Source: an optimization exercise on an open RTL-to-GDS flow (aim: small area, a short achievable clock period and few clock cycles per item). Production flows keep margins and buffers that such runs may drop.
RTL that was checked went through simulation tests only; none was proved equivalent to the original.
For runs 3 and 4, only the layout was checked, not whether the RTL still works.
No activity file was given, so power comes from the tool's default toggle rates.

==> flow/design.v <==
package sync_nbank_fifo_pkg;
    localparam int NUM_RINGS = 16;
    localparam int RING_LEN  = 15;
endpackage
module sync_nbank_fifo #(
    parameter int DATA_WIDTH = 8,
    parameter int FIFO_DEPTH = 256,
    parameter int NUM_BANKS  = 2,
    parameter int AF_MARGIN  = 4,
    parameter int AE_MARGIN  = 4
) (
    input  logic                          clk,
    input  logic                          rstn,
    input  logic [DATA_WIDTH-1:0]         in_data,
    input  logic                          in_valid,
    output logic                          in_ready,
    output logic [DATA_WIDTH-1:0]         out_data,
    output logic                          out_valid,
    input  logic                          out_ready,
    input  logic                          clear,
    output logic [$clog2(FIFO_DEPTH):0]   count
);
    localparam int DW = DATA_WIDTH;
    localparam int NR = sync_nbank_fifo_pkg::NUM_RINGS;    
    localparam int RL = sync_nbank_fifo_pkg::RING_LEN;     
    localparam int CW = $clog2(FIFO_DEPTH) + 1;            
    if (FIFO_DEPTH != NR * (RL + 1) || NR != 16) begin : g_bad_cfg
        $error("sync_nbank_fifo: unsupported parameter set");
    end
    logic [3:0]    wring;
    logic [3:0]    wdist;
    logic [3:0]    rring;
    logic [3:0]    rdist;
    logic [NR-1:0] ov;           
    logic [NR-1:0] orow;         
    logic          in_ready_q;
    logic          out_valid_q;
    logic [DW-1:0] out_q;        
    logic [NR*DW-1:0] onext;     
    logic [NR-1:0]    ov_hold;   
    logic             bypass;    
    logic          wr_fire;
    logic          out_fire;
    logic          wr_raw;
    logic          rd_raw;
    logic          byp_raw;
    logic          empty_next;   
    logic [NR-1:0] ov_next;
    logic [3:0]    rring_p1;
    logic [3:0]    wring_p1;
    logic [3:0]    rring_next;
    logic [3:0]    wring_next;
    function automatic logic [3:0] dist_dec(input logic [3:0] s);
        dist_dec = (s == 4'd0) ? 4'(RL - 1) : s - 4'd1;
    endfunction
    function automatic logic [NR-1:0] tap_rings(input logic [3:0] rr,
                                                 input logic [3:0] rd);
        logic [3:0] k;
        k = (rd == 4'd0) ? 4'd0 : 4'(RL) - rd;
        tap_rings = NR'(1) << (rr + k);
        if (k == 4'd0) tap_rings = tap_rings | (NR'(1) << (rr + 4'(NR - 1)));
    endfunction
    assign in_ready  = in_ready_q;
    assign out_valid = out_valid_q;
    assign out_data  = out_q;
    assign wr_fire  = in_valid && in_ready_q && !clear;
    assign out_fire = out_valid_q && out_ready && !clear;
    assign wr_raw   = in_valid && in_ready_q;
    assign rd_raw   = out_valid_q && out_ready;
    logic [NR-1:0] ge_r;         
    logic [NR-1:0] lt_w;         
    logic          r_le_w;       
    logic [3:0]    hz;           
    assign r_le_w = (rring <= wring);
    for (genvar k = 0; k < NR; k++) begin : g_dec
        assign ge_r[k] = (4'(k) >= rring);
        assign lt_w[k] = (4'(k) < wring);
    end
    for (genvar k = 0; k < 4; k++) begin : g_hz
        assign hz[k] = (count[CW-1:4] == 5'(k));
    end
    for (genvar r = 0; r < NR; r++) begin : g_ring
        logic [DW*RL-1:0] ring;      
        logic [DW-1:0]    o_q;
        logic [DW-1:0]    tap;
        logic [DW-1:0]    o_d;
        logic             wr_here;
        logic             wr_data;   
        logic             o_from_t;
        logic             o_direct;
        logic             consume;
        logic             inc;       
        logic             dec;
        logic             extra;     
        logic             is1;       
        logic             rz;        
        assign tap      = ring[(RL-1)*DW +: DW];
        assign wr_here  = wr_fire && (wring == 4'(r));
        assign wr_data  = wr_raw && (wring == 4'(r));
        assign consume  = out_fire && (rring == 4'(r));
        assign o_from_t = !ov[r] && !rz && orow[r];
        assign o_direct = !ov[r] && rz && wr_here;
        assign inc = wr_here && !(!ov[r] && rz);
        assign dec = o_from_t;
        assign extra = r_le_w ? (ge_r[r] && lt_w[r]) : (ge_r[r] || lt_w[r]);
        always_comb begin
            case ({ov[r], extra})
                2'b00:   is1 = hz[1];
                2'b01:   is1 = hz[0];
                2'b10:   is1 = hz[2];
                default: is1 = hz[1];
            endcase
        end
        assign ov_hold[r] = ov[r] || o_from_t;
        assign ov_next[r] = ov[r] ? !consume : (o_from_t || o_direct);
        always_ff @(posedge clk or negedge rstn) begin
            if (!rstn) begin
                rz <= 1'b1;
            end else if (clear) begin
                rz <= 1'b1;
            end else if (inc && !dec) begin
                rz <= 1'b0;
            end else if (dec && !inc) begin
                rz <= is1;
            end
        end
        assign o_d = ov[r] ? o_q : (rz ? in_data : tap);
        assign onext[r*DW +: DW] = o_d;
        always_ff @(posedge clk) begin
            ring[DW-1:0]     <= wr_data ? in_data : tap;
            ring[DW*RL-1:DW] <= ring[DW*(RL-1)-1:0];
            o_q <= o_d;
        end
    end
    assign rring_p1   = rring + 4'd1;
    assign wring_p1   = wring + 4'd1;
    assign rring_next = out_fire ? rring_p1 : rring;
    assign wring_next = wr_fire ? wring_p1 : wring;
    assign bypass  = wr_fire && (count == '0 || (count == CW'(1) && out_fire));
    assign byp_raw = wr_raw && (count == '0 || (count == CW'(1) && rd_raw));
    assign empty_next = clear || (!wr_fire && (count == '0 || (count == CW'(1) && out_fire)));
    always_ff @(posedge clk) begin
        orow <= out_fire ? tap_rings(rring_p1, rdist) : tap_rings(rring, dist_dec(rdist));
    end
    always_ff @(posedge clk or negedge rstn) begin
        if (!rstn) begin
            wring       <= '0;
            wdist       <= '0;
            rring       <= '0;
            rdist       <= '0;
            count       <= '0;
            ov          <= '0;
            in_ready_q  <= 1'b0;
            out_valid_q <= 1'b0;
        end else if (clear) begin
            wring       <= '0;
            wdist       <= '0;
            rring       <= '0;
            rdist       <= '0;
            count       <= '0;
            ov          <= '0;
            in_ready_q  <= 1'b1;
            out_valid_q <= 1'b0;
        end else begin
            wring <= wring_next;
            rring <= rring_next;
            if (empty_next) begin
                wdist <= '0;
                rdist <= '0;
            end else begin
                if (!wr_fire)  wdist <= dist_dec(wdist);
                if (!out_fire) rdist <= dist_dec(rdist);
            end
            case ({wr_fire, out_fire})
                2'b10:   count <= count + CW'(1);
                2'b01:   count <= count - CW'(1);
                default: ;
            endcase
            ov <= ov_next;
            case ({wr_fire, out_fire})
                2'b00:   in_ready_q <= (count == '0 || wdist == 4'd1) && count != CW'(FIFO_DEPTH);
                2'b10:   in_ready_q <= (count != CW'(FIFO_DEPTH - 1));
                2'b01:   in_ready_q <= (count == CW'(1) || wdist == 4'd1);
                default: in_ready_q <= 1'b1;
            endcase
            out_valid_q <= bypass || (out_fire ? ov_hold[rring_p1] : ov_hold[rring]);
        end
    end
    always_ff @(posedge clk) begin
        out_q <= byp_raw ? in_data : onext[(rd_raw ? rring_p1 : rring)*DW +: DW];
    end
endmodule
==> flow/flow/run.sh <==
#!/bin/bash
# Layout flow: the standard flow (the standard.sh, all ORFS steps from
# its unchanged synthesis to the final layout) with one change: the port
# buffers that ORFS puts on every input and output are sky130_fd_sc_hd__buf_4
# cells instead of the delay cell buffer_ports picks by default.
set -o pipefail
export BUFFER_PORTS_ARGS="-buffer_cell sky130_fd_sc_hd__buf_4"
bash standard.sh > standard.log 2>&1
==> flow/standard.sh <==
#!/bin/bash
# synth_recipe.tcl (not shown) runs the flow's synth.tcl, then flattens the netlist and writes it again
# the make line also repeats each setting of config.mk as NAME=value (left out here)
make -C /OpenROAD-flow-scripts/flow DESIGN_CONFIG=/design/flow/config.mk WORK_HOME=/design/flow/orfs CLKGATE_MAP_FILE= SYNTH_SCRIPT=/design/flow/synth_recipe.tcl "${@:-finish}"
==> flow/config.mk <==
export PLATFORM = sky130hd
export DESIGN_NAME = sync_nbank_fifo
export DESIGN_NICKNAME = sync_nbank_fifo
export VERILOG_FILES = /design/flow/design.v
export SDC_FILE = /design/flow/constraint.sdc
export NUM_CORES = 4
export LEC_CHECK = 0
export ABC_AREA = 1
export CAP_MARGIN = 20
export CORE_MARGIN = 2
export CORE_UTILIZATION = 55
export CTS_CLUSTER_DIAMETER = 90
export CTS_CLUSTER_SIZE = 26
export PLACE_DENSITY = 0.65
export SETUP_SLACK_MARGIN = 4.0
export SLEW_MARGIN = 20
==> flow/constraint.sdc <==
create_clock -name core_clock -period 6.5 [get_ports {clk}]
set_input_delay 1.3000 -clock core_clock [delete_from_list [all_inputs] [get_ports {clk}]]
set_output_delay 1.3000 -clock core_clock [all_outputs]
set_load 0.01 [all_outputs]
==> results of run 1 <==
-- kinds of logic (layout without fill, tap and decap cells) --
| group | count (synthesis) | count (layout) | synth area share (%) |
|---|---|---|---|
| other | 0 | 7 | 0 |
| flip-flops | 2131 | 2131 | 80.54 |
| buffers and inverters | 295 | 425 | 2.307 |
| XOR/XNOR | 11 | 11 | 0.1946 |
| adder cells (fa/ha/maj) | 66 | 66 | 1.576 |
| AO/OA/AOI/OAI | 329 | 329 | 3.407 |
| AND/OR/NAND/NOR | 1518 | 1520 | 11.97 |
-- metal layers --
layer  up-vias  track usage (%)  part of all wire (%)
li1      13960                -                     -
met1     13270            30.82                    49
met2       715            30.27                    42
met3       197            3.122                   5.3
met4         0            8.218                   3.7
met5         -                0                     0
-- cell usage in the layout, fill, tap and decap left out, drive strengths merged, types with 11 or more instances in the layout --
cell type and instances:
nand2 1004, ha 64, buf 111, a21oi 94
clkbuf 108, dfrtp 43, o21ai 187, a211oi 14
dfxtp 2072, nor3b 11, nor2 153, nor3 30
nand4 39, nand3 273, inv 194, dfstp 16
-- flip-flops by register name (all words and copies together), names as in the netlist --
register and cells:
wdist 4, g_ring.ring 1920, out_q 8, rring 4, out_valid_q 1, g_ring.rz 16, in_ready_q 1, orow 16
ov 16, g_ring.o_q 128, rdist 4, wring 4, count 9
-- where the power goes --
| part | total (uW) | switching (uW) | internal, uW | leakage [uW] |
|---|---|---|---|---|
| registers | 14400 | 372 | 14100 | 0.0175 |
| clock network | 6550 | 3770 | 2780 | 0.00130 |
| logic | 3040 | 1940 | 1100 | 0.00584 |
| total | 24000 | 6080 | 18000 | 0.0247 |
-- through the flow --
| step | utilization [%] | total power [uW] |
|---|---|---|
| after global routing | 60.96 | 25070 |
| after detailed placement | 56.87 | 17030 |
| after CTS | 60.48 | 23950 |
| final | 60.98 | 24030 |
| after floorplan | - | 16180 |
| after global placement | 56.85 | 16970 |
-- worst register-to-register path: cells and delay by family, from the launching register on --
kind | cells | cell delay, ns
simple gates | 8 | 0.86
fa+ha+maj | 3 | 0.82
flops | 1 | 0.40
buf+inv | 4 | 0.35
compound gates | 2 | 0.20
-- what timing repair did --
action	CTS	global route
setup endpoints to repair	100	80
pin swaps	27	27
hold endpoints to repair	0	0
cloned	3	1
resized for setup	133	76
hold buffers	0	0
setup buffers	44	19
-- worst min path at each step --
stage	start	to	slack [ns]	cells after the start
after floorplan	g_ring[0].ring[92]$_DFF_P_	g_ring[0].ring[100]$_DFF_P_	0.31	0
after global placement	g_ring[2].ring[44]$_DFF_P_	g_ring[2].ring[52]$_DFF_P_	0.31	0
after detailed placement	g_ring[0].ring[93]$_DFF_P_	g_ring[0].ring[101]$_DFF_P_	0.31	0
after CTS	g_ring[8].ring[94]$_DFF_P_	g_ring[8].ring[102]$_DFF_P_	0.31	0
after global routing	g_ring[10].ring[105]$_DFF_P_	g_ring[10].ring[113]$_DFF_P_	0.33	0
final	g_ring[8].ring[2]$_DFF_P_	g_ring[8].ring[10]$_DFF_P_	0.31	0
-- cell type report --
type	count	area (sq um)
Antenna cell	7	17.52
Timing Repair Buffer	112	1072
Timing Repair inverter	1	5.005
Sequential cell	2131	43020
Fill cell	7611	37630
Tap cell	1276	1597
Multi-Input combinational cell	1926	9610
Inverter	194	802.0
Clock buffer	107	2496
Clock inverter	11	177.7
==> metrics.md, run 1 <==
| Metric | Value |
|---|---|
| Status | `timing/DRC/antenna clean` |
| Yosys cell types | `54` |
| # rows | `approximately 110` |
| Yosys warnings | `1` |
| Drt via density | `around 5` |
| Leak | `0.02468 uW` |
| Worst Hold Class | `reg -> reg` |
| Area grow syn2layout | `10.19%` |
| Synth Flop Type | `dfxtp_1` |
| Critical path arrival | `3.34 ns` |
| CP Capture Point | `orow[2]$_DFF_P_` |
| Crit Path Max Fanout | `5` |
| Total Nets Final | `approximately 4,500` |
| Largest net degree at the start of global routing | `between 60 and 70` |
| Crit-path slowest cell | `fa_2` |
| H-Tree Depth | `3` |
| R2R setup slack | `~3.8 ns` |
| Fin. Hold Viols | `0` |
| Synthesized flop and latch total | `~2,100` |
| Pwr per Cell Area | `408.7 nW/um^2` |
| Cells on worst reg2reg path | `17` |
| Top cell family by delay on the critical path | `simple AND/OR/NAND/NOR gates` |
| Reg-to-reg endpoint | `orow[2]$_DFF_P_` |
| Starting DRT DRC Count | `2,165` |
| Placed Area | `about 55,000 sq um` |
| Sequential area share after synthesis | `a little over 80%` |
| Worst setup EP type | `flop` |
| Vias | `roughly 28,000` |
| Placed Instances | `approximately 5,600` |
| Final WS setup | `3.819 ns` |
| Setup Slack @ Placement | `approximately 2.2 ns` |
| Final wirelength | `~100,000 microns` |
| Clk slew on worst S/H paths | `about 0.1 ns` |
| Die Y | `roughly 320 microns` |
| VDD IR max | `between 0.0003 and 0.0004 V` |
| DP HPWL | `roughly 68,000 microns` |
| Synth area leaders | `dfxtp_1 78%, nand2_1 7.0%, nand3_1 2.5%` |
| Clock period minus worst slack | `2.681 ns` |
| TritonRoute pass-1 iters | `5` |
| Final Max Slew Viols | `0` |
| Root Buffer | `clkbuf_16` |
| Final period utilization | `between 40% and 50%` |
| Reg2Reg Launch Point | `rdist[1]$_DFFE_PN0P_` |
| Wire per inst | `between 15 and 20 microns` |
| Cells after Synth | `between 4,000 and 5,000` |
| Vias in the first global route | `25,820` |
| Die width | `315.5 microns` |
| Most repeated cell in the gate-level netlist after synthesis | `dfxtp_1` |
| Top cell type's share of synthesized area | `77.74%` |
| Worst-Margin Slew | `1.033 ns` |
| Total congestion overflow | `0` |
| First-pass GRT wire length | `roughly 150,000 microns` |
| Initial antenna violation count | `3` |
| Worst-path cell chain | `inv_2 -> ha_4 -> a21oi_4 -> nand2_2 -> nand2_4 -> nand3_4 -> nand2_2 -> inv_2 -> ha_4 -> inv_2 -> fa_2 -> buf_6 -> nor3_4 -> nand2_1 -> o21ai_2 -> nand2_1 -> nand2_1` |
| FFs w/ async S/R, synth | `between 2 and 3%` |
| Slew margin rel. | `between 30% and 40%` |
| Initial core utilization | `55.34%` |
| # DRC | `0` |
| CTS tree | `yes` |
| Syn Nets | `4,429` |
| CP Depth | `17` |
| Worst Skew | `between 0.04 and 0.05 ns` |
| Max Fclk | `roughly 370 MHz` |
| Critical path startpoint category | `flop` |
| Syn avg cell area | `approximately 12 sq um` |
| Yosys top cell by area | `dfxtp_1` |
| MaxCap Viol Count | `0` |
| Clk Latency, worst-skew pair | `0.72 ns` |
| Non-Filler Instances | `5,765` |
| Crit Path Class | `reg -> reg` |
| CP Data Required Time | `about 7.2 ns` |
| Final Cell Area | `between 50,000 and 60,000 sq um` |
| Critical Path Max Stage Delay | `just under 0.5 ns` |
| Antenna Violating Nets Remaining | `0` |
| Final GP Congestion | `0.9548` |
| Final TNS setup | `0 ns` |
| Port bufs | `31` |
| CTS sink count | `~2,100` |
| Die area | `roughly 100,000 sq um` |
| Number of synthesized flops with an enable pin | `0` |
| Core Area | `between 90,000 and 100,000 sq um` |
| Layout cells sized above 1 | `between 8 and 9%` |
| Total track usage | `between 20 and 25%` |
| Io pins | `32` |
| RSZ-0062 raised after global routing | `true` |
| Setup-failing EPs final | `0` |
| Fin Hold WS | `between 0.3 and 0.4 ns` |
| Clock buffer depth | `3` |
| Synthesized cell area | `between 50,000 and 60,000 sq um` |
| Crit path buffers/inverters | `4` |
| Cts bufs inserted | `94` |
| Top cells by count, synth | `2,072 x dfxtp_1, 990 x nand2_1, 270 x nand3_1` |
| Crit. Startpoint | `rdist[1]$_DFFE_PN0P_` |
Testbench counts, summed over its fixed seeds: cycles 12,164, items 11,200.
==> run 2, diff against run 1 <==
--- a/flow/config.mk
+++ b/flow/config.mk
@@ -15,2 +15,3 @@
 export SETUP_SLACK_MARGIN = 4.0
 export SLEW_MARGIN = 20
+export TNS_END_PERCENT = 5
==> run 2 against run 1 <==
Effect of this change:
- design area is 0.90% lower
- die area stayed put
- critical path depth is 1 lower
- global-route usage hardly changed
- utilization is 0.55 points lower
- non-clock buffer count is 25 lower
- sequential power hardly changed
- synthesized area stayed put
- critical path type unchanged
- via count hardly changed
- largest power group unchanged
- worst setup slack better by 0.027 ns
- cell count is 0.56% lower
- count of clock-buffer cells in the layout is 4 lower
==> metrics.md, run 2 <==
| Metric | Value |
|---|---|
| GRT met3 Usage | `2.958% (was 3.122%)` |
| Synthesized cell area | `53,360 sq um (unchanged)` |
| Yosys cell types | `54 (unchanged)` |
| Critical path startpoint category | `flop (unchanged)` |
| Final period utilization | `40.83% (was 41.25%)` |
| Die width | `315.5 microns (unchanged)` |
| Worst Skew | `0.03200 ns (was 0.04396 ns)` |
| Cts bufs inserted | `94 (unchanged)` |
| Final wirelength | `103,400 microns (about the same)` |
| Sequential area share after synthesis | `80.54% (unchanged)` |
| Total Nets Final | `4,515 (was 4,539)` |
| Total track usage | `20.63% (was 20.65%)` |
| VDD IR max | `0.0002974 V (was 0.0003086 V)` |
| MaxCap Viol Count | `0 (unchanged)` |
| Worst-Margin Slew | `1.055 ns (was 1.033 ns)` |
| # rows | `114 (unchanged)` |
| Top cells by count, synth | `2,072 x dfxtp_1, 990 x nand2_1, 270 x nand3_1 (unchanged)` |
| Yosys warnings | `1 (unchanged)` |
| Vias | `28,130 (was 28,140)` |
| Leak | `0.02448 uW (was 0.02468 uW)` |
| Antenna Violating Nets Remaining | `0 (unchanged)` |
| Worst-path cell chain | `inv_2 -> ha_4 -> xor2_2 -> nor2_4 -> nand3_4 -> nand2_2 -> inv_2 -> ha_4 -> inv_2 -> fa_2 -> inv_4 -> nor3_4 -> nand3_2 -> o21ai_2 -> nand2_1 -> nand2_1 (was inv_2 -> ha_4 -> a21oi_4 -> nand2_2 -> nand2_4 -> nand3_4 -> nand2_2 -> inv_2 -> ha_4 -> inv_2 -> fa_2 -> buf_6 -> nor3_4 -> nand2_1 -> o21ai_2 -> nand2_1 -> nand2_1)` |
| Synth Flop Type | `dfxtp_1 (unchanged)` |
| FFs w/ async S/R, synth | `2.769% (unchanged)` |
| Crit. Startpoint | `rdist[1]$_DFFE_PN0P_ (unchanged)` |
| Reg2Reg Launch Point | `rdist[1]$_DFFE_PN0P_ (unchanged)` |
| Critical path arrival | `3.31 ns (was 3.34 ns)` |
| Met1 usage in global routing | `31.04% (was 30.82%)` |
| Most repeated cell in the gate-level netlist after synthesis | `dfxtp_1 (unchanged)` |
| Starting DRT DRC Count | `2,529 (was 2,165)` |
| RSZ-0062 raised after global routing | `true (unchanged)` |
| Yosys top cell by area | `dfxtp_1 (unchanged)` |
| Regs by FF count | `g_ring.ring (1920), g_ring.o_q (128) (unchanged)` |
| Worst setup EP type | `flop (unchanged)` |
| Crit Path Max Fanout | `4 (was 5)` |
| Initial antenna violation count | `5 (was 3)` |
| Fin. Hold Viols | `0 (unchanged)` |
| Top cell type's share of synthesized area | `77.74% (unchanged)` |
| Area grow syn2layout | `9.199% (was 10.19%)` |
| Crit Path Class | `reg -> reg (unchanged)` |
| Syn Nets | `4,429 (unchanged)` |
| Largest register FFs | `1,920 (unchanged)` |
| Synth area leaders | `dfxtp_1 78%, nand2_1 7.0%, nand3_1 2.5% (unchanged)` |
| Port bufs | `31 (unchanged)` |
| Final WS setup | `3.846 ns (was 3.819 ns)` |
| Hold_sp | `g_ring[6].ring[86]$_DFF_P_ (was g_ring[8].ring[2]$_DFF_P_)` |
| GRT busiest layer | `met1 (unchanged)` |
| Clk slew on worst S/H paths | `0.11 ns (was 0.10 ns)` |
| Critical Path Max Stage Delay | `0.63 ns (was 0.49 ns)` |
| Die area | `99,520 sq um (unchanged)` |
| Most flop-heavy register | `g_ring.ring (unchanged)` |
| Status | `timing/DRC/antenna clean (unchanged)` |
| Setup Slack @ Placement | `2.167 ns (was 2.207 ns)` |
| Most frequent cells in the layout | `2,065 x dfxtp_1, 984 x nand2_1, 266 x nand3_1, 165 x inv_1, 164 x o21ai_0 (was 2,064 x dfxtp_1, 981 x nand2_1, 268 x nand3_1, 159 x inv_1, 159 x o21ai_0)` |
| Final GP Congestion | `0.9560 (was 0.9548)` |
| Crit path top cell by count | `inv_2` |
| CP Data Required Time | `7.15 ns (about the same)` |
| Clock buffer depth | `3 (unchanged)` |
| Pwr per Cell Area | `410.5 nW/um^2 (was 408.7 nW/um^2)` |
| Synthesized flop and latch total | `2,131 (unchanged)` |
| Crit path buffers/inverters | `4 (unchanged)` |
| DP HPWL | `67,830 microns (about the same)` |
| Root Buffer | `clkbuf_16 (unchanged)` |
| Die Y | `315.5 microns (unchanged)` |
| Wire per inst | `18.03 microns (was 17.93 microns)` |
| Setup-failing EPs final | `0 (unchanged)` |
| Most common cell after layout, fill and taps aside | `dfxtp_1 (unchanged)` |
| Io pins | `32 (unchanged)` |
| Vias in the first global route | `25,870 (was 25,820)` |
| Top cell family by delay on the critical path | `adder cells (was simple AND/OR/NAND/NOR gates)` |
| Total congestion overflow | `0 (unchanged)` |
| Clk Latency, worst-skew pair | `0.71 ns (was 0.72 ns)` |
| GRT met2 Usage | `30.35% (was 30.27%)` |
| Crit-path slowest cell | `fa_2 (unchanged)` |
| Core Area | `96,420 sq um (unchanged)` |
| First-pass GRT wire length | `154,200 microns (was 154,300 microns)` |
| Hold-fix buffers, CTS | `0 (unchanged)` |
| Syn avg cell area | `12.27 sq um (unchanged)` |
| CTS sink count | `2,131 (unchanged)` |
| Max Fclk | `376.8 MHz (was 373.0 MHz)` |
| CTS tree | `yes (unchanged)` |
| Final TNS setup | `0 ns (unchanged)` |
| Initial core utilization | `55.34% (unchanged)` |
| Clock period minus worst slack | `2.654 ns (was 2.681 ns)` |
| Slew margin rel. | `29.56% (was 31.13%)` |
| Layout cells sized above 1 | `7.860% (was 8.880%)` |
| Cells after Synth | `4,350 (unchanged)` |
| Final Max Slew Viols | `0 (unchanged)` |
| TritonRoute pass-1 iters | `6 (was 5)` |
| Number of synthesized flops with an enable pin | `0 (unchanged)` |
| # DRC | `0 (unchanged)` |
| H-Tree Depth | `3 (unchanged)` |
| Largest net degree at the start of global routing | `66 (unchanged)` |
| Worst Hold Class | `reg -> reg (unchanged)` |
| Drt via density | `4.906 (was 4.880)` |
run 2: final timing paths:
path                                         endpoint  cells after the start  slack [ns]
max                                  orow[12]$_DFF_P_                     16        3.85
min                        g_ring[6].ring[94]$_DFF_P_                      0        0.31
max reg2reg                          orow[12]$_DFF_P_                     16        3.85
min reg2reg                g_ring[6].ring[94]$_DFF_P_                      0        0.31
max in group asynchronous        rring[0]$_DFFE_PN0P_                      1        5.13
min in group asynchronous        in_ready_q$_DFF_PN0_                      1        0.69
run 2: repair_timing:
item / 4_1_cts / 5_1_grt
setup endpoints to repair: 103 / 92
setup buffers: 31 / 10
resized for setup: 82 / 48
gates cloned: 2 / 2
pin swaps: 20 / 18
run 2: report_power, final:
group | total, uW | internal (uW) | switching [uW] | leakage (uW)
registers | 14400 | 14100 | 383 | 0.0175
clock network | 6510 | 2740 | 3760 | 0.00128
logic | 2960 | 1030 | 1940 | 0.00566
run 2: cells by family (layout without fill, tap and decap cells):
logic type / after synthesis / after routing / synth area share (%)
simple gates: 1518 / 1520 / 11.97
compound gates: 329 / 329 / 3.407
buf+inv: 295 / 396 / 2.307
fa+ha+maj: 66 / 66 / 1.576
flops: 2131 / 2131 / 80.54
xor+xnor: 11 / 11 / 0.1946
other cells: 0 / 4 / 0
run 2: area by class of cell:
type / instances / area (sq um)
Antenna cell: 4 / 10.01
Clock buffer: 103 / 2450
Fill cell: 7724 / 38160
Timing Repair Buffer: 87 / 703.2
Clock inverter: 10 / 172.7
Inverter: 194 / 768.2
Tap cell: 1276 / 1597
Sequential cell: 2131 / 43000
Multi-Input combinational cell: 1926 / 9554
Timing Repair inverter: 2 / 13.76
run 2: per-layer routing:
metal / vias to the layer above / part of all wire [%] / routed length [microns]
li1: 13890 / - / -
met1: 13310 / 49 / 50870
met2: 759 / 42 / 43540
met3: 170 / 5.4 / 5617
met4: 2 / 3.2 / 3338
met5: - / 0.017 / 18
run 2: metrics by stage:
stage	cell area, sq um	utilization [%]	hold slack (ns)	cells	total power [uW]
after detailed placement	54810	56.85	0.3121	5571	17050
after CTS	57980	60.13	0.3013	5717	23780
after global placement	54810	56.85	0.3095	5571	16970
after global routing	58260	60.42	0.3064	5729	24940
final	58270	60.43	0.3067	5733	23920
after floorplan	53370	-	0.3096	4350	16180
==> run 3, diff against run 2 <==
--- a/flow/design.v
+++ b/flow/design.v
@@ -34,4 +34,5 @@
     logic [NR-1:0] ov;           
     logic [NR-1:0] orow;         
+    logic [NR-1:0] tap1;         
     logic          in_ready_q;
     logic          out_valid_q;
@@ -53,11 +54,4 @@
     function automatic logic [3:0] dist_dec(input logic [3:0] s);
         dist_dec = (s == 4'd0) ? 4'(RL - 1) : s - 4'd1;
-    endfunction
-    function automatic logic [NR-1:0] tap_rings(input logic [3:0] rr,
-                                                 input logic [3:0] rd);
-        logic [3:0] k;
-        k = (rd == 4'd0) ? 4'd0 : 4'(RL) - rd;
-        tap_rings = NR'(1) << (rr + k);
-        if (k == 4'd0) tap_rings = tap_rings | (NR'(1) << (rr + 4'(NR - 1)));
     endfunction
     assign in_ready  = in_ready_q;
@@ -125,6 +119,6 @@
             end
         end
-        assign o_d = ov[r] ? o_q : (rz ? in_data : tap);
-        assign onext[r*DW +: DW] = o_d;
+        assign onext[r*DW +: DW] = ov[r] ? o_q : tap;
+        assign o_d = (rz && !ov[r]) ? in_data : onext[r*DW +: DW];
         always_ff @(posedge clk) begin
             ring[DW-1:0]     <= wr_data ? in_data : tap;
@@ -140,6 +134,14 @@
     assign byp_raw = wr_raw && (count == '0 || (count == CW'(1) && rd_raw));
     assign empty_next = clear || (!wr_fire && (count == '0 || (count == CW'(1) && out_fire)));
+    assign orow = tap1 | ((rdist == 4'd0) ? {tap1[0], tap1[NR-1:1]} : '0);
     always_ff @(posedge clk) begin
-        orow <= out_fire ? tap_rings(rring_p1, rdist) : tap_rings(rring, dist_dec(rdist));
+        if (clear)
+            tap1 <= NR'(1);
+        else if (empty_next)
+            tap1 <= NR'(1) << (out_fire ? rring_p1 : rring);
+        else if (!out_fire && rdist == 4'd1)
+            tap1 <= {tap1[NR-3:0], tap1[NR-1:NR-2]};
+        else
+            tap1 <= {tap1[NR-2:0], tap1[NR-1]};
     end
     always_ff @(posedge clk or negedge rstn) begin
==> run 3 against run 2 <==
Effect of this change:
- worst hold slack lost 0.0086 ns
- synthesized cell count shrank 7.5%
- wire length shrank 5.3%
- worst setup slack lost 0.076 ns
- die area shrank 1.2%
- combinational power shrank 53%
- critical path depth shrank 8
- utilization shrank 0.49 points
- global-route usage shrank 0.73 points
- count of clock-buffer cells in the layout shrank 1
- largest power group unchanged
==> metrics.md, run 3 <==
| Metric | Value |
|---|---|
| Pwr per Cell Area | `381.9 nW/um^2 (was 410.5 nW/um^2)` |
| GRT met2 Usage | `30.12% (was 30.35%)` |
| Clock buffer depth | `3 (unchanged)` |
| Sequential area share after synthesis | `81.56% (was 80.54%)` |
| H-Tree Depth | `3 (unchanged)` |
| Core Area | `95,010 sq um (was 96,420 sq um)` |
| First-pass GRT wire length | `147,300 microns (was 154,200 microns)` |
| CP Capture Point | `g_ring[11].ring[3]$_DFF_P_ (was orow[12]$_DFF_P_)` |
| Fin Hold WS | `0.2981 ns (was 0.3067 ns)` |
| Fin util | `59.94% (was 60.43%)` |
| Root Buffer | `clkbuf_16 (unchanged)` |
| Clock period minus worst slack | `2.730 ns (was 2.654 ns)` |
| Vias | `26,030 (was 28,130)` |
| Total track usage | `19.89% (was 20.63%)` |
| CTS tree | `yes (unchanged)` |
| FFs w/ async S/R, synth | `2.769% (unchanged)` |
| Syn avg cell area | `13.10 sq um (was 12.27 sq um)` |
| Synthesized flop and latch total | `2,131 (unchanged)` |
| CP Data Required Time | `7.02 ns (was 7.15 ns)` |
| Critical path arrival | `3.25 ns (was 3.31 ns)` |
| Area grow syn2layout | `8.078% (was 9.199%)` |
| Total chip power | `21,750 uW (was 23,920 uW)` |
| Regs by FF count | `g_ring.ring (1920), g_ring.o_q (128) (unchanged)` |
| Die Y | `313.5 microns (was 315.5 microns)` |
| Largest net degree at the start of global routing | `68 (was 66)` |
| Final GP Congestion | `0.9413 (was 0.9560)` |
| Total Nets Final | `4,131 (was 4,515)` |
| GRT met3 Usage | `3.417% (was 2.958%)` |
| R2R setup slack | `3.77 ns (was 3.85 ns)` |
| CP Depth | `8 (was 16)` |
| Port bufs | `31 (unchanged)` |
| RSZ-0062 raised after global routing | `true (unchanged)` |
| Antenna Violating Nets Remaining | `0 (unchanged)` |
| Slew margin rel. | `28.74% (was 29.56%)` |
| Fillers | `7,493 (was 7,724)` |
| TritonRoute pass-1 iters | `6 (unchanged)` |
| Wire per inst | `18.30 microns (was 18.03 microns)` |
| Reg2Reg Launch Point | `wring[1]$_DFFE_PN0P_ (was rdist[1]$_DFFE_PN0P_)` |
| Worst-Margin Slew | `1.068 ns (was 1.055 ns)` |
| Cells on worst reg2reg path | `8 (was 16)` |
| Max Fclk | `366.3 MHz (was 376.8 MHz)` |
| Leak | `0.02329 uW (was 0.02448 uW)` |
| Most repeated cell in the gate-level netlist after synthesis | `dfxtp_1 (unchanged)` |
| Die area | `98,300 sq um (was 99,520 sq um)` |
| Most frequent cells in the layout | `2,066 x dfxtp_1, 580 x nand2_1, 311 x o21ai_0, 156 x inv_1, 136 x nand3_1 (was 2,065 x dfxtp_1, 984 x nand2_1, 266 x nand3_1, 165 x inv_1, 164 x o21ai_0)` |
| Clk Latency, worst-skew pair | `0.71 ns (about the same)` |
| P_sw | `4891 uW (was 6082 uW)` |
| Critical Path Max Stage Delay | `0.69 ns (was 0.63 ns)` |
| Reg-to-reg endpoint | `g_ring[11].ring[3]$_DFF_P_ (was orow[12]$_DFF_P_)` |
| Starting DRT DRC Count | `2,245 (was 2,529)` |
| Hold depth | `0 (unchanged)` |
| Crit-path slowest cell | `o21ai_0 (was fa_2)` |
| Crit. Startpoint | `wring[1]$_DFFE_PN0P_ (was rdist[1]$_DFFE_PN0P_)` |
| Initial core utilization | `55.46% (was 55.34%)` |
| Final period utilization | `42.00% (was 40.83%)` |
| Synthesized cell area | `52,700 sq um (was 53,360 sq um)` |
| Sequential Power Share | `64.1% (was 60.4%)` |
| Number of synthesized flops with an enable pin | `0 (unchanged)` |
| Cts bufs inserted | `94 (unchanged)` |
| DP HPWL | `64,600 microns (was 67,830 microns)` |
| Total congestion overflow | `0 (unchanged)` |
| Yosys cell types | `59 (was 54)` |
| Setup-failing EPs final | `0 (unchanged)` |
| Worst setup EP type | `flop (unchanged)` |
| Initial antenna violation count | `2 (was 5)` |
| Final Cell Area | `56,950 sq um (was 58,270 sq um)` |
| # rows | `113 (was 114)` |
| Crit Path Max Fanout | `18 (was 4)` |
| Crit path buffers/inverters | `4 (unchanged)` |
| Status | `timing/DRC/antenna clean (unchanged)` |
| CTS sink count | `2,131 (unchanged)` |
| Yosys warnings | `1 (unchanged)` |
| # DRC | `0 (unchanged)` |
| Top cells by count, synth | `2,072 x dfxtp_1, 584 x nand2_1, 312 x o21ai_0 (was 2,072 x dfxtp_1, 990 x nand2_1, 270 x nand3_1)` |
| Vias in the first global route | `24,250 (was 25,870)` |
| Multi-input logic area | `8544 sq um (was 9554 sq um)` |
| Clk slew on worst S/H paths | `0.10 ns (was 0.11 ns)` |
| Critical path startpoint category | `flop (unchanged)` |
| Io pins | `32 (unchanged)` |
| VDD IR max | `0.0002852 V (was 0.0002974 V)` |
| Final Max Slew Viols | `0 (unchanged)` |
| Crit Path Class | `reg -> reg (unchanged)` |
| Final TNS setup | `0 ns (unchanged)` |
| Worst-path cell chain | `buf_4 -> ha_1 -> inv_1 -> nor2_1 -> inv_1 -> nor2_1 -> clkinv_1 -> o21ai_0 (was inv_2 -> ha_4 -> xor2_2 -> nor2_4 -> nand3_4 -> nand2_2 -> inv_2 -> ha_4 -> inv_2 -> fa_2 -> inv_4 -> nor3_4 -> nand3_2 -> o21ai_2 -> nand2_1 -> nand2_1)` |
| Final wirelength | `97,890 microns (was 103,400 microns)` |
| Top cell type's share of synthesized area | `78.72% (was 77.74%)` |
| Net Sw Frac | `22.49% (was 25.43%)` |
| Syn Nets | `4,087 (was 4,429)` |
| Worst Hold Class | `reg -> reg (unchanged)` |
| Sequential Area | `43,000 sq um (about the same)` |
| Largest register FFs | `1,920 (unchanged)` |
| Yosys top cell by area | `dfxtp_1 (unchanged)` |
| Top cell family by delay on the critical path | `buffers and inverters (was adder cells)` |
| Clock power share | `29.6% (was 27.2%)` |
| Placed Area | `53,940 sq um (was 54,810 sq um)` |
| Most flop-heavy register | `g_ring.ring (unchanged)` |
| Most common cell after layout, fill and taps aside | `dfxtp_1 (unchanged)` |
| Drt via density | `4.866 (was 4.906)` |
| Die width | `313.5 microns (was 315.5 microns)` |
| Fin. Hold Viols | `0 (unchanged)` |
| Cells after Synth | `4,022 (was 4,350)` |
| Synth area leaders | `dfxtp_1 79%, nand2_1 4.2%, o21ai_0 3.0% (was dfxtp_1 78%, nand2_1 7.0%, nand3_1 2.5%)` |
| Layout cells sized above 1 | `7.227% (was 7.860%)` |
| Worst Skew | `0.04583 ns (was 0.03200 ns)` |
| Combinational power share | `6.3% (was 12.4%)` |
| P_int | `16,860 uW (was 17,830 uW)` |
| Synth Flop Type | `dfxtp_1 (unchanged)` |
| MaxCap Viol Count | `0 (unchanged)` |
| GRT busiest layer | `met2 (was met1)` |
| Met1 usage in global routing | `29.07% (was 31.04%)` |
-- run 3: worst min path at each step --
stage | endpoint | slack [ns] | from
after CTS | g_ring[8].ring[118]$_DFF_P_ | 0.29 | g_ring[8].ring[110]$_DFF_P_
after floorplan | g_ring[0].ring[100]$_DFF_P_ | 0.31 | g_ring[0].ring[92]$_DFF_P_
after global placement | g_ring[4].ring[43]$_DFF_P_ | 0.31 | g_ring[4].ring[35]$_DFF_P_
final | g_ring[8].ring[118]$_DFF_P_ | 0.30 | g_ring[8].ring[110]$_DFF_P_
after global routing | g_ring[8].ring[118]$_DFF_P_ | 0.31 | g_ring[8].ring[110]$_DFF_P_
after detailed placement | g_ring[14].ring[22]$_DFF_P_ | 0.31 | g_ring[14].ring[14]$_DFF_P_
-- run 3: final cells by class --
type / instances / share of cell area, %
timing repair buffer: 67 / 0.9315
clock buffer: 102 / 4.258
antenna: 3 / 0.01318
sequential: 2131 / 75.50
inverter: 180 / 1.274
tap: 1265 / 2.779
multi-input combinational: 1592 / 15.00
clock inverter: 10 / 0.2395
-- run 3: kinds of logic after synthesis --
logic type	share of synthesized area [%]
AO/OA/AOI/OAI	4.815
XOR/XNOR	0.06650
adder cells (fa/ha/maj)	1.254
buffers and inverters	2.498
flip-flops	81.56
multiplexers	2.260
AND/OR/NAND/NOR	7.551
-- run 3: routing by layer --
metal / vias up / part of all wire (%)
li1: 12880 / -
met1: 12390 / 49
met2: 598 / 43
met3: 163 / 5.3
met4: 2 / 2.9
met5: - / 0.010
-- run 3: power by group through the flow --
stage | clock network (uW) | registers (uW) | logic, uW
6_report | 6440 | 13900 | 1380
3_3_place_gp | 0 | 14200 | 1250
5_1_grt | 7100 | 14000 | 1530
3_5_place_dp | 0 | 14200 | 1270
4_1_cts | 6630 | 13900 | 1350
2_1_floorplan | 0 | 14100 | 921
-- run 3: through the flow --
stage | setup WS (ns) | std cells
after CTS | 3.844 | 5342
final | 3.770 | 5350
after global routing | 3.630 | 5347
after detailed placement | 2.704 | 5202
after floorplan | 3.990 | 4022
after global placement | 2.687 | 5202
-- run 3: repair_timing --
action / 4_1_cts / 5_1_grt
setup buffers: 28 / 2
pin swaps: 2 / 2
gates resized for setup: 44 / 10
endpoints found under the setup margin: 75 / 93
hold endpoints to repair: 0 / 0
gates cloned: 0 / 2
hold buffers: 0 / 0
==> run 4, diff against run 3 <==
--- a/flow/config.mk
+++ b/flow/config.mk
@@ -15,3 +15,2 @@
 export SETUP_SLACK_MARGIN = 4.0
 export SLEW_MARGIN = 20
-export TNS_END_PERCENT = 5
==> run 4 against run 3 <==
Effect of this change:
- wire length increased by 0.56%
- non-clock buffer count is 25 higher
- critical path type is now in -> reg
- still clean
- highest routed layer unchanged
- clock power about the same
- design area is 0.97% higher
- flip-flop and latch count is the same
- register-to-register slack gained 0.09 ns
- count of clock-buffer cells in the layout unchanged
==> metrics.md, run 4 <==
| Metric | Value |
|---|---|
| Critical Path Max Stage Delay | `0.64 ns (was 0.69 ns)` |
| MaxCap Viol Count | `0 (unchanged)` |
| Synthesized cell area | `52,700 sq um (unchanged)` |
| Synth Flop Type | `dfxtp_1 (unchanged)` |
| Pwr per Cell Area | `381.3 nW/um^2 (was 381.9 nW/um^2)` |
| Hold_sp | `g_ring[8].ring[110]$_DFF_P_ (unchanged)` |
| H-Tree Depth | `3 (unchanged)` |
| Worst Hold Class | `reg -> reg (unchanged)` |
| CTS tree | `yes (unchanged)` |
| CTS sink count | `2,131 (unchanged)` |
| Die area | `98,300 sq um (unchanged)` |
| Die Y | `313.5 microns (unchanged)` |
| Multi-input logic area | `8746 sq um (was 8544 sq um)` |
| RSZ-0062 raised after global routing | `true (unchanged)` |
| Final wirelength | `98,450 microns (was 97,890 microns)` |
| Layout cells sized above 1 | `8.692% (was 7.227%)` |
| CP Data Required Time | `7.02 ns (about the same)` |
| Starting DRT DRC Count | `2,245 (unchanged)` |
| R2R setup slack | `3.86 ns (was 3.77 ns)` |
| Fin. Hold Viols | `0 (unchanged)` |
| VDD IR max | `0.0003053 V (was 0.0002852 V)` |
| DP HPWL | `64,600 microns (unchanged)` |
| Final period utilization | `40.68% (was 42.00%)` |
| Total congestion overflow | `0 (unchanged)` |
| Max Fclk | `378.2 MHz (was 366.3 MHz)` |
| Leak | `0.02347 uW (was 0.02329 uW)` |
| Root Buffer | `clkbuf_16 (unchanged)` |
| Initial antenna violation count | `1 (was 2)` |
| P_sw | `4951 uW (was 4891 uW)` |
| First-pass GRT wire length | `147,700 microns (was 147,300 microns)` |
| Port bufs | `31 (unchanged)` |
| # rows | `113 (unchanged)` |
| Setup-failing EPs final | `0 (unchanged)` |
| Syn Nets | `4,087 (unchanged)` |
| Total track usage | `19.94% (was 19.89%)` |
| Critical path arrival | `3.16 ns (was 3.25 ns)` |
| Largest net degree at the start of global routing | `68 (unchanged)` |
| Regs by FF count | `g_ring.ring (1920), g_ring.o_q (128) (unchanged)` |
| Vias | `26,150 (was 26,030)` |
| Net Sw Frac | `22.58% (was 22.49%)` |
| Hold depth | `0 (unchanged)` |
| Hold endpoint | `g_ring[8].ring[118]$_DFF_P_ (unchanged)` |
| Worst setup EP type | `flop (unchanged)` |
| P_int | `16,980 uW (was 16,860 uW)` |
| Cells after Synth | `4,022 (unchanged)` |
| Worst Skew | `0.04678 ns (was 0.04583 ns)` |
| Syn avg cell area | `13.10 sq um (unchanged)` |
| Yosys warnings | `1 (unchanged)` |
| Worst-path cell chain | `buf_4 -> nand2_2 -> nor2_2 -> inv_1 -> nor2_1 -> inv_1 -> o21ai_0 (was buf_4 -> ha_1 -> inv_1 -> nor2_1 -> inv_1 -> nor2_1 -> clkinv_1 -> o21ai_0)` |
| Worst-Margin Slew | `1.057 ns (was 1.068 ns)` |
| Cells on worst reg2reg path | `8 (unchanged)` |
| Final TNS setup | `0 ns (unchanged)` |
| Final WS setup | `3.856 ns (was 3.770 ns)` |
| Most repeated cell in the gate-level netlist after synthesis | `dfxtp_1 (unchanged)` |
| Wire per inst | `18.32 microns (was 18.30 microns)` |
| Status | `timing/DRC/antenna clean (unchanged)` |
| Crit path top cell by count | `inv_1` |
| TritonRoute pass-1 iters | `6 (unchanged)` |
| Sequential area share after synthesis | `81.56% (unchanged)` |
| Clock buffer depth | `3 (unchanged)` |
| Sequential Power Share | `63.7% (was 64.1%)` |
| Clock period minus worst slack | `2.644 ns (was 2.730 ns)` |
| Final GP Congestion | `0.9413 (unchanged)` |
| Total Nets Final | `4,156 (was 4,131)` |
| Setup Slack @ Placement | `2.704 ns (unchanged)` |
| Initial core utilization | `55.46% (unchanged)` |
| Fillers | `7,435 (was 7,493)` |
| Most frequent cells in the layout | `2,064 x dfxtp_1, 575 x nand2_1, 296 x o21ai_0, 153 x inv_1, 136 x nand3_1 (was 2,066 x dfxtp_1, 580 x nand2_1, 311 x o21ai_0, 156 x inv_1, 136 x nand3_1)` |
| Yosys top cell by area | `dfxtp_1 (unchanged)` |
| Final Max Slew Viols | `0 (unchanged)` |
| Clk Latency, worst-skew pair | `0.71 ns (about the same)` |
| Top cell type's share of synthesized area | `78.72% (unchanged)` |
| Crit-path slowest cell | `o21ai_0 (unchanged)` |
| Sequential Area | `43,020 sq um (was 43,000 sq um)` |
| Vias in the first global route | `24,360 (was 24,250)` |
| Clk slew on worst S/H paths | `0.10 ns (about the same)` |
| Drt via density | `4.865 (was 4.866)` |
| Critical path startpoint category | `input port (was flop)` |
| Reg-to-reg endpoint | `g_ring[1].ring[5]$_DFF_P_ (was g_ring[11].ring[3]$_DFF_P_)` |
| Synthesized flop and latch total | `2,131 (unchanged)` |
| Antenna Violating Nets Remaining | `0 (unchanged)` |
| Slew margin rel. | `29.26% (was 28.74%)` |
| Io pins | `32 (unchanged)` |
| Most common cell after layout, fill and taps aside | `dfxtp_1 (unchanged)` |
| Top cells by count, synth | `2,072 x dfxtp_1, 584 x nand2_1, 312 x o21ai_0 (unchanged)` |
| FFs w/ async S/R, synth | `2.769% (unchanged)` |
| Combinational power share | `7.0% (was 6.3%)` |
| Cts bufs inserted | `94 (unchanged)` |
| Die width | `313.5 microns (unchanged)` |
| Largest register FFs | `1,920 (unchanged)` |
| Yosys cell types | `59 (unchanged)` |
| Core Area | `95,010 sq um (unchanged)` |
| Area grow syn2layout | `9.127% (was 8.078%)` |
| Number of synthesized flops with an enable pin | `0 (unchanged)` |
| Reg2Reg Launch Point | `wring[3]$_DFFE_PN0P_ (was wring[1]$_DFFE_PN0P_)` |
| Crit Path Max Fanout | `17 (was 18)` |
| # DRC | `0 (unchanged)` |
| Most flop-heavy register | `g_ring.ring (unchanged)` |
| Crit Path Class | `in -> reg (was reg -> reg)` |
| Hold-fix buffers, CTS | `0 (unchanged)` |
| Clock power share | `29.4% (was 29.6%)` |
| Synth area leaders | `dfxtp_1 79%, nand2_1 4.2%, o21ai_0 3.0% (unchanged)` |
==> run 4: cell counts after synthesis <==
Identical to the previous run, type by type.
==> run 4: what timing repair did <==
| action | in CTS | in global routing |
|---|---|---|
| setup buffers | 35 | 20 |
| pin swaps | 6 | 12 |
| cloned | 0 | 2 |
| setup endpoints to repair | 75 | 70 |
| resized for setup | 90 | 58 |
==> run 4: layout make-up <==
type	count	share of cell area (%)
Antenna cell	3	0.01305
Timing Repair Buffer	92	1.451
Sequential cell	2131	74.82
Multi-Input combinational cell	1592	15.21
Tap cell	1265	2.752
Clock inverter	10	0.2372
Inverter	180	1.303
Clock buffer	102	4.217
==> run 4: power by group through the flow <==
| stage | combinational (uW) | clock (uW) | sequential, uW |
|---|---|---|---|
| CTS | 1400 | 6630 | 14000 |
| floorplan | 921 | 0 | 14100 |
| global route | 1690 | 7090 | 14000 |
| global placement | 1250 | 0 | 14200 |
| detailed placement | 1270 | 0 | 14200 |
| finish | 1530 | 6440 | 14000 |
==> run 4: layer usage <==
metal | vias to the layer above | wire length (microns) | track usage (%)
met5 | - | 10 | 0
li1 | 12920 | - | -
met2 | 617 | 42390 | 30.23
met4 | 2 | 2983 | 6.873
met1 | 12440 | 47970 | 29.16
met3 | 168 | 5093 | 3.285
==> run 4: logic make-up (layout without fill, tap and decap cells) <==
group | Yosys count | count (layout) | share of synthesized area, %
flops | 2131 | 2131 | 81.56
other cells | 0 | 3 | 0
simple gates | 945 | 947 | 7.551
fa+ha+maj | 53 | 53 | 1.254
buf+inv | 301 | 384 | 2.498
mux | 119 | 119 | 2.260
compound gates | 469 | 469 | 4.815
xor+xnor | 4 | 4 | 0.06650
==> run 4: metrics by stage <==
step                      utilization (%)  power [uW]  instance area (sq um)  hold slack [ns]  std cells
after detailed placement            56.77       15510                  53940           0.3121       5202
after CTS                           60.03       21990                  57040           0.2903       5349
after global routing                60.52       22800                  57500           0.3086       5372
after global placement              56.77       15480                  53940           0.3095       5202
after floorplan                         -       15040                  52720           0.3096       4022
final                               60.52       21930                  57510           0.2908       5375
==> run 4: how the worst max path moves through the flow <==
stage,start,end,slack (ns),cells after the start
3_5_place_dp,clear,count[2]$_DFFE_PN0P_,2.70,10
6_report,in_valid,g_ring[1].ring[5]$_DFF_P_,3.86,7
4_1_cts,count[0]$_DFFE_PN0P_,count[0],3.84,1
3_3_place_gp,clear,count[2]$_DFFE_PN0P_,2.69,10
2_1_floorplan,clear,out_valid_q$_DFF_PN0_,3.99,15
5_1_grt,in_valid,g_ring[1].ring[4]$_DFF_P_,3.87,7
==> run 4: critical path, delay by kind of cell <==
family | cells | cell delay, ns
simple gates | 3 | 0.60
compound gates | 1 | 0.64
buf+inv | 3 | 0.60
==> run 5, diff against run 4 <==
--- a/flow/design.v
+++ b/flow/design.v
@@ -91,5 +91,5 @@
         assign tap      = ring[(RL-1)*DW +: DW];
         assign wr_here  = wr_fire && (wring == 4'(r));
-        assign wr_data  = wr_raw && (wring == 4'(r));
+        assign wr_data  = in_ready_q && (wring == 4'(r));
         assign consume  = out_fire && (rring == 4'(r));
         assign o_from_t = !ov[r] && !rz && orow[r];
==> run 5 against run 4 <==
Effect of this change:
- cell count hardly changed
- fmax is 0.81% lower
- still clean
- non-clock buffer count is 5 lower
- largest power group unchanged
- critical endpoint is now in_ready
- worst setup slack worse by 0.022 ns
==> metrics.md, run 5 <==
| Metric | Value |
|---|---|
| Status | `timing/DRC/antenna clean (unchanged)` |
| Vias | `26,400 (was 26,150)` |
| Hold-fix buffers, CTS | `0 (unchanged)` |
| Syn avg cell area | `13.05 sq um (was 13.10 sq um)` |
| Synth Flop Type | `dfxtp_1 (unchanged)` |
| Sequential Area | `43,020 sq um (about the same)` |
| Final Max Slew Viols | `0 (unchanged)` |
| Syn Nets | `4,091 (was 4,087)` |
| Hold depth | `0 (unchanged)` |
| Crit-path slowest cell | `dfrtp_1 (was o21ai_0)` |
| Sequential area share after synthesis | `81.78% (was 81.56%)` |
| Multi-input logic area | `8706 sq um (was 8746 sq um)` |
| Fillers | `7,382 (was 7,435)` |
| Initial core utilization | `55.39% (was 55.46%)` |
| Final GP Congestion | `0.9306 (was 0.9413)` |
| Critical path startpoint category | `flop (was input port)` |
| Top cell family by delay on the critical path | `flip-flops (was compound AO/OA/AOI/OAI gates)` |
| Total Nets Final | `4,157 (was 4,156)` |
| Largest register FFs | `1,920 (unchanged)` |
| Worst-path cell chain | `buf_12 -> buf_6 (was buf_4 -> nand2_2 -> nor2_2 -> inv_1 -> nor2_1 -> inv_1 -> o21ai_0)` |
| CTS sink count | `2,131 (unchanged)` |
| Pwr per Cell Area | `385.5 nW/um^2 (was 381.3 nW/um^2)` |
| Port bufs | `31 (unchanged)` |
| Starting DRT DRC Count | `2,437 (was 2,245)` |
| Yosys warnings | `1 (unchanged)` |
| Die area | `98,030 sq um (was 98,300 sq um)` |
| DR WL met2 | `42,000 microns (was 42,390 microns)` |
| Crit Path Class | `reg -> out (was in -> reg)` |
| Wire per inst | `18.59 microns (was 18.32 microns)` |
| Final WS setup | `3.835 ns (was 3.856 ns)` |
| TritonRoute pass-1 iters | `6 (unchanged)` |
| Setup-failing EPs final | `0 (unchanged)` |
| RSZ-0062 raised after global routing | `true (unchanged)` |
| Area grow syn2layout | `9.062% (was 9.127%)` |
| Most common cell after layout, fill and taps aside | `dfxtp_1 (unchanged)` |
| Critical path arrival | `1.37 ns (was 3.16 ns)` |
| Total chip power | `22,090 uW (was 21,930 uW)` |
| Cells on worst reg2reg path | `13 (was 8)` |
| Top cell type's share of synthesized area | `78.94% (was 78.72%)` |
| Clk Latency, worst-skew pair | `0.71 ns (about the same)` |
| Met1 WL | `49,160 microns (was 47,970 microns)` |
| Clock period minus worst slack | `2.665 ns (was 2.644 ns)` |
| Worst Skew | `0.03173 ns (was 0.04678 ns)` |
| CP Data Required Time | `5.20 ns (was 7.02 ns)` |
| Final wirelength | `99,990 microns (was 98,450 microns)` |
| Regs by FF count | `g_ring.ring (1920), g_ring.o_q (128) (unchanged)` |
| Die Y | `313.1 microns (was 313.5 microns)` |
| Leak | `0.02373 uW (was 0.02347 uW)` |
| Vias in the first global route | `24,090 (was 24,360)` |
| Met3 routed WL | `5328 microns (was 5093 microns)` |
| Number of synthesized flops with an enable pin | `0 (unchanged)` |
| Antenna Violating Nets Remaining | `0 (unchanged)` |
| Synth area leaders | `dfxtp_1 79%, nand2_1 4.4%, o21ai_0 3.1% (was dfxtp_1 79%, nand2_1 4.2%, o21ai_0 3.0%)` |
| Fin. Hold Viols | `0 (unchanged)` |
| Yosys cell types | `50 (was 59)` |
| Crit path buffers/inverters | `2 (was 3)` |
| Most frequent cells in the layout | `2,064 x dfxtp_1, 608 x nand2_1, 305 x o21ai_0, 154 x inv_1, 140 x nand3_1 (was 2,064 x dfxtp_1, 575 x nand2_1, 296 x o21ai_0, 153 x inv_1, 136 x nand3_1)` |
| Largest net degree at the start of global routing | `68 (unchanged)` |
| R2R setup slack | `3.91 ns (was 3.86 ns)` |
| Drt via density | `4.908 (was 4.865)` |
| Top sig layer | `met4 (was met5)` |
| Yosys top cell by area | `dfxtp_1 (unchanged)` |
| FFs w/ async S/R, synth | `2.769% (unchanged)` |
| # rows | `113 (unchanged)` |
| Most flop-heavy register | `g_ring.ring (unchanged)` |
| First-pass GRT wire length | `148,800 microns (was 147,700 microns)` |
| Cells after Synth | `4,026 (was 4,022)` |
| Layout cells sized above 1 | `8.132% (was 8.692%)` |
| Synthesized cell area | `52,550 sq um (was 52,700 sq um)` |
| Final period utilization | `41.01% (was 40.68%)` |
| # DRC | `0 (unchanged)` |
| Die width | `313.1 microns (was 313.5 microns)` |
| Io pins | `32 (unchanged)` |
| H-Tree Depth | `3 (unchanged)` |
| Worst-Margin Slew | `1.121 ns (was 1.057 ns)` |
| Initial antenna violation count | `3 (was 1)` |
| Total congestion overflow | `0 (unchanged)` |
| VDD IR max | `0.0003029 V (was 0.0003053 V)` |
| Most repeated cell in the gate-level netlist after synthesis | `dfxtp_1 (unchanged)` |
| Worst Hold Class | `reg -> reg (unchanged)` |
| Crit Path Max Fanout | `2 (was 17)` |
| Core Area | `94,870 sq um (was 95,010 sq um)` |
| Top cells by count, synth | `2,072 x dfxtp_1, 620 x nand2_1, 326 x o21ai_0 (was 2,072 x dfxtp_1, 584 x nand2_1, 312 x o21ai_0)` |
| Root Buffer | `clkbuf_16 (unchanged)` |
| Total track usage | `20.28% (was 19.94%)` |
| Clk slew on worst S/H paths | `0.10 ns (about the same)` |
| Cts bufs inserted | `93 (was 94)` |
| Clock buffer depth | `3 (unchanged)` |
| Setup Slack @ Placement | `2.647 ns (was 2.704 ns)` |
| Max Fclk | `375.2 MHz (was 378.2 MHz)` |
| CTS tree | `yes (unchanged)` |
| CP Depth | `2 (was 7)` |
| Synthesized flop and latch total | `2,131 (unchanged)` |
| DP HPWL | `66,080 microns (was 64,600 microns)` |
| Final TNS setup | `0 ns (unchanged)` |
| Worst setup EP type | `output port (was flop)` |
| MaxCap Viol Count | `0 (unchanged)` |
| Slew margin rel. | `25.29% (was 29.26%)` |
| Critical Path Max Stage Delay | `0.43 ns (was 0.64 ns)` |
## run 5: path summary, 6_finish.rpt
| kind | startpoint | to |
|---|---|---|
| hold / removal | g_ring[13].ring[105]$_DFF_P_ | g_ring[13].ring[113]$_DFF_P_ |
| min in group asynchronous | rstn | count[3]$_DFFE_PN0P_ |
| setup / recovery | in_ready_q$_DFF_PN0_ | in_ready |
| hold reg to reg | g_ring[13].ring[105]$_DFF_P_ | g_ring[13].ring[113]$_DFF_P_ |
| max in group asynchronous | rstn | rring[1]$_DFF_PN0_ |
| setup reg to reg | rring[1]$_DFF_PN0_ | g_ring[4].rz$_DFFE_PN1P_ |
## run 5: power by group
| part | internal (uW) | total (uW) | leakage [uW] | switching, uW |
|---|---|---|---|---|
| registers | 14000 | 14300 | 0.0177 | 340 |
| logic | 504 | 1430 | 0.00477 | 929 |
| clock network | 2670 | 6350 | 0.00124 | 3690 |
## run 5: kinds of logic after synthesis
kind of cell	count (synthesis)	synth area share, %
flip-flops	2131	81.78
AO/OA/AOI/OAI	464	4.779
adder cells (fa/ha/maj)	53	1.257
AND/OR/NAND/NOR	964	7.608
XOR/XNOR	8	0.1834
multiplexers	113	2.152
buffers and inverters	293	2.236
## run 5: per-layer routing
| layer | GRT usage, % | up-vias |
|---|---|---|
| li1 | - | 12950 |
| met4 | 7.057 | 0 |
| met1 | 30.46 | 12560 |
| met2 | 30.09 | 710 |
| met5 | 0 | - |
| met3 | 2.924 | 185 |
## run 5: final cells by class
cell class	instances	area share [%]
tap	1265	2.762
timing repair buffer	87	1.312
sequential	2131	75.07
multi-input combinational	1605	15.19
antenna	7	0.03056
clock inverter	13	0.3340
inverter	174	1.216
clock buffer	97	4.087
## run 5: what timing repair did
item / in CTS / in global routing
pin swaps: 4 / 9
cloned: 1 / 2
buffers inserted: 34 / 9
resized for setup: 83 / 63
endpoints found under the setup margin: 88 / 94
## run 5: per-stage QoR
stage          instance area [sq um]  utilization (%)  hold slack, ns  std cells
3_3_place_gp                   53960            56.88          0.3095       5215
5_1_grt                        57290            60.39          0.3181       5372
2_1_floorplan                  52580                -          0.3096       4026
4_1_cts                        56980            60.06          0.3190       5361
6_report                       57310            60.41          0.3185       5379
3_5_place_dp                   53980            56.90          0.3121       5216
Testbench counts of run 5, summed over its fixed seeds: cycles 12,164, items 11,200.
==> run 6, diff against run 5 <==
--- a/flow/config.mk
+++ b/flow/config.mk
@@ -9,8 +9,8 @@
 export CAP_MARGIN = 20
 export CORE_MARGIN = 2
-export CORE_UTILIZATION = 55
+export CORE_UTILIZATION = 65
 export CTS_CLUSTER_DIAMETER = 90
 export CTS_CLUSTER_SIZE = 26
-export PLACE_DENSITY = 0.65
+export PLACE_DENSITY = 0.75
 export SETUP_SLACK_MARGIN = 4.0
 export SLEW_MARGIN = 20
==> run 6 against run 5 <==
Effect of this change:
- first-iteration DRC count shrank 5.3%
- global-route usage grew 5.1 points
- worst hold slack lost 0.023 ns
- fmax grew 0.99%
- sequential share of layout area grew 0.11 points
- cell count shrank 3.6%
- critical path type unchanged
- total power grew 0.98%
- clock skew grew 0.012 ns
- critical endpoint unchanged
- via count grew 1.0%
- utilization grew 11 points
==> metrics.md, run 6 <==
| Metric | Value |
|---|---|
| Clock buffer depth | `3 (unchanged)` |
| Vias in the first global route | `25,140 (was 24,090)` |
| Most common cell after layout, fill and taps aside | `dfxtp_1 (unchanged)` |
| Antenna Violating Nets Remaining | `0 (unchanged)` |
| Final TNS setup | `0 ns (unchanged)` |
| Setup-failing EPs final | `0 (unchanged)` |
| Final GP Congestion | `0.9569 (was 0.9306)` |
| Fin util | `71.27% (was 60.41%)` |
| Area grow syn2layout | `8.898% (was 9.062%)` |
| Regs by FF count | `g_ring.ring (1920), g_ring.o_q (128) (unchanged)` |
| Met1 WL | `48,840 microns (was 49,160 microns)` |
| Number of synthesized flops with an enable pin | `0 (unchanged)` |
| Clk Latency, worst-skew pair | `0.70 ns (was 0.71 ns)` |
| Core Area | `80,290 sq um (was 94,870 sq um)` |
| Yosys cell types | `50 (unchanged)` |
| Top sig layer | `met4 (unchanged)` |
| VDD IR max | `0.0003452 V (was 0.0003029 V)` |
| Pwr per Cell Area | `389.8 nW/um^2 (was 385.5 nW/um^2)` |
| Syn avg cell area | `13.05 sq um (unchanged)` |
| Crit Path Class | `reg -> out (unchanged)` |
| TritonRoute pass-1 iters | `6 (unchanged)` |
| Die width | `288.3 microns (was 313.1 microns)` |
| Total track usage | `25.41% (was 20.28%)` |
| RSZ-0062 raised after global routing | `true (unchanged)` |
| Io pins | `32 (unchanged)` |
| Initial core utilization | `65.45% (was 55.39%)` |
| Yosys warnings | `1 (unchanged)` |
| Total congestion overflow | `0 (unchanged)` |
| CTS tree | `yes (unchanged)` |
| Non-Filler Instances | `5,185 (was 5,379)` |
| Total chip power | `22,310 uW (was 22,090 uW)` |
| Port bufs | `31 (unchanged)` |
| Leak | `0.02384 uW (was 0.02373 uW)` |
| Fin Hold WS | `0.2958 ns (was 0.3185 ns)` |
| Syn Nets | `4,091 (unchanged)` |
| Layout cells sized above 1 | `8.109% (was 8.132%)` |
| Top cells by count, synth | `2,072 x dfxtp_1, 620 x nand2_1, 326 x o21ai_0 (unchanged)` |
| DP HPWL | `68,280 microns (was 66,080 microns)` |
| Max Fclk | `378.9 MHz (was 375.2 MHz)` |
| CTS sink count | `2,131 (unchanged)` |
| Vias | `26,680 (was 26,400)` |
| Synth Flop Type | `dfxtp_1 (unchanged)` |
| Cts bufs inserted | `94 (was 93)` |
| Synth area leaders | `dfxtp_1 79%, nand2_1 4.4%, o21ai_0 3.1% (unchanged)` |
| Largest register FFs | `1,920 (unchanged)` |
| FFs w/ async S/R, synth | `2.769% (unchanged)` |
| Synthesized cell area | `52,550 sq um (unchanged)` |
| Die area | `83,130 sq um (was 98,030 sq um)` |
| Fin. Hold Viols | `0 (unchanged)` |
| Critical path arrival | `1.34 ns (was 1.37 ns)` |
| Synthesized flop and latch total | `2,131 (unchanged)` |
| Most flop-heavy register | `g_ring.ring (unchanged)` |
| Placed Instances | `5,006 (was 5,216)` |
| Total Nets Final | `4,167 (was 4,157)` |
| # DRC | `0 (unchanged)` |
| Hold-fix buffers, CTS | `0 (unchanged)` |
| Status | `timing/DRC/antenna clean (unchanged)` |
| Met3 routed WL | `5700 microns (was 5328 microns)` |
| First-pass GRT wire length | `155,700 microns (was 148,800 microns)` |
| Sequential area share after synthesis | `81.78% (unchanged)` |
| CP Data Required Time | `5.20 ns (about the same)` |
| DR WL met2 | `47,660 microns (was 42,000 microns)` |
| Drt via density | `5.145 (was 4.908)` |
| Fillers | `5,258 (was 7,382)` |
| Most frequent cells in the layout | `2,064 x dfxtp_1, 613 x nand2_1, 300 x o21ai_0, 154 x inv_1, 141 x nand3_1 (was 2,064 x dfxtp_1, 608 x nand2_1, 305 x o21ai_0, 154 x inv_1, 140 x nand3_1)` |
| Cells after Synth | `4,026 (unchanged)` |
| Initial antenna violation count | `3 (unchanged)` |
| Final wirelength | `106,500 microns (was 99,990 microns)` |
| Clk slew on worst S/H paths | `0.10 ns (about the same)` |
| Starting DRT DRC Count | `2,309 (was 2,437)` |
| Crit Path Max Fanout | `2 (unchanged)` |
| Critical path startpoint category | `flop (unchanged)` |
| Top cell type's share of synthesized area | `78.94% (unchanged)` |
| Most repeated cell in the gate-level netlist after synthesis | `dfxtp_1 (unchanged)` |
| Yosys top cell by area | `dfxtp_1 (unchanged)` |
| Final period utilization | `40.60% (was 41.01%)` |
| Final Max Slew Viols | `0 (unchanged)` |
| Largest net degree at the start of global routing | `68 (unchanged)` |
| Root Buffer | `clkbuf_16 (unchanged)` |
| Worst Hold Class | `reg -> reg (unchanged)` |
| Worst-Margin Slew | `1.136 ns (was 1.121 ns)` |
| Worst Skew | `0.04346 ns (was 0.03173 ns)` |
| Wire per inst | `20.53 microns (was 18.59 microns)` |
| Slew margin rel. | `24.18% (was 25.29%)` |
| H-Tree Depth | `3 (unchanged)` |
| # rows | `104 (was 113)` |
| Clock period minus worst slack | `2.639 ns (was 2.665 ns)` |
| MaxCap Viol Count | `0 (unchanged)` |
| Worst setup EP type | `output port (unchanged)` |
| Die Y | `288.3 microns (was 313.1 microns)` |
[run 6: cell types whose count changed in the layout (fill, tap and decap cells not counted), moves of 4 or more]
cell and change:
clkinv_16 +4, nand2_1 +5, o21ai_0 -5, inv_8 -4, nand2_2 -4, inv_6 -4
buf_4 +9, a21oi_2 -5, o21ai_2 +4, a21oi_1 +4
[run 6: cells by family (layout without fill, tap and decap cells)]
| group | count (synthesis) | count (layout) | synth area share, % |
|---|---|---|---|
| flops | 2131 | 2131 | 81.78 |
| simple gates | 964 | 964 | 7.608 |
| compound gates | 464 | 465 | 4.779 |
| buf+inv | 293 | 385 | 2.236 |
| mux | 113 | 113 | 2.152 |
| fa+ha+maj | 53 | 53 | 1.257 |
| xor+xnor | 8 | 8 | 0.1834 |
| other cells | 0 | 6 | 0 |
[run 6: metrics by stage]
stage / cell area (sq um) / worst slack [ns]
after detailed placement: 53680 / 2.686
after floorplan: 52580 / 4.001
final: 57220 / 3.861
after CTS: 56840 / 3.836
after global placement: 53680 / 2.761
after global routing: 57210 / 3.846
[run 6: routing by layer]
metal / global-route usage [%] / up-vias
met3: 2.859 / 196
met4: 9.961 / 0
li1: - / 12960
met2: 39.88 / 814
met5: 0 / -
met1: 36.57 / 12710
[run 6: worst max-delay path: stages, from the launching register on]
cell and delay [ns]:
dfrtp_1 0.42, buf_12 0.14, buf_6 0.11
[run 6: timing repair]
action,4_1_cts,5_1_grt
pin swaps,4,7
cloned,2,1
resized for setup,83,57
setup buffers,37,19
setup endpoints to repair,87,85
[run 6: area by class of cell]
cell class / count / area, sq um / area share, %
Antenna cell: 6 / 15.01 / 0.02624
Clock buffer: 101 / 2389 / 4.174
Clock inverter: 12 / 264.0 / 0.4614
Inverter: 174 / 703.2 / 1.229
Multi-Input combinational cell: 1603 / 8631 / 15.08
Sequential cell: 2131 / 43020 / 75.18
Tap cell: 1060 / 1326 / 2.318
Timing Repair Buffer: 97 / 870.8 / 1.522
Timing Repair inverter: 1 / 5.005 / 0.008746
[run 6: final timing paths]
path | from | endpoint | slack, ns | cells after the start
min in group asynchronous | rstn | count[2]$_DFFE_PN0P_ | 0.70 | 1
max in group asynchronous | rstn | rring[2]$_DFF_PN0_ | 5.13 | 1
hold reg to reg | g_ring[0].ring[25]$_DFF_P_ | g_ring[0].ring[33]$_DFF_P_ | 0.30 | 0
hold / removal | g_ring[0].ring[25]$_DFF_P_ | g_ring[0].ring[33]$_DFF_P_ | 0.30 | 0
setup / recovery | in_ready_q$_DFF_PN0_ | in_ready | 3.86 | 2
setup reg to reg | wring[1]$_DFFE_PN0P_ | g_ring[9].ring[6]$_DFF_P_ | 3.95 | 5
[run 6: power breakdown]
part           switching (uW)  internal [uW]
Sequential                366          14000
Combinational             910            505
Clock                    3860           2700
Total                    5130          17200

Check on run 6: ideal ports give 3.861 ns setup slack; a clkbuf_16 on the clock port and buf_2 on the inputs give 3.794 ns; moving port delays by the midpoint clock arrival (0.749 ns) as well gives 3.335 ns.
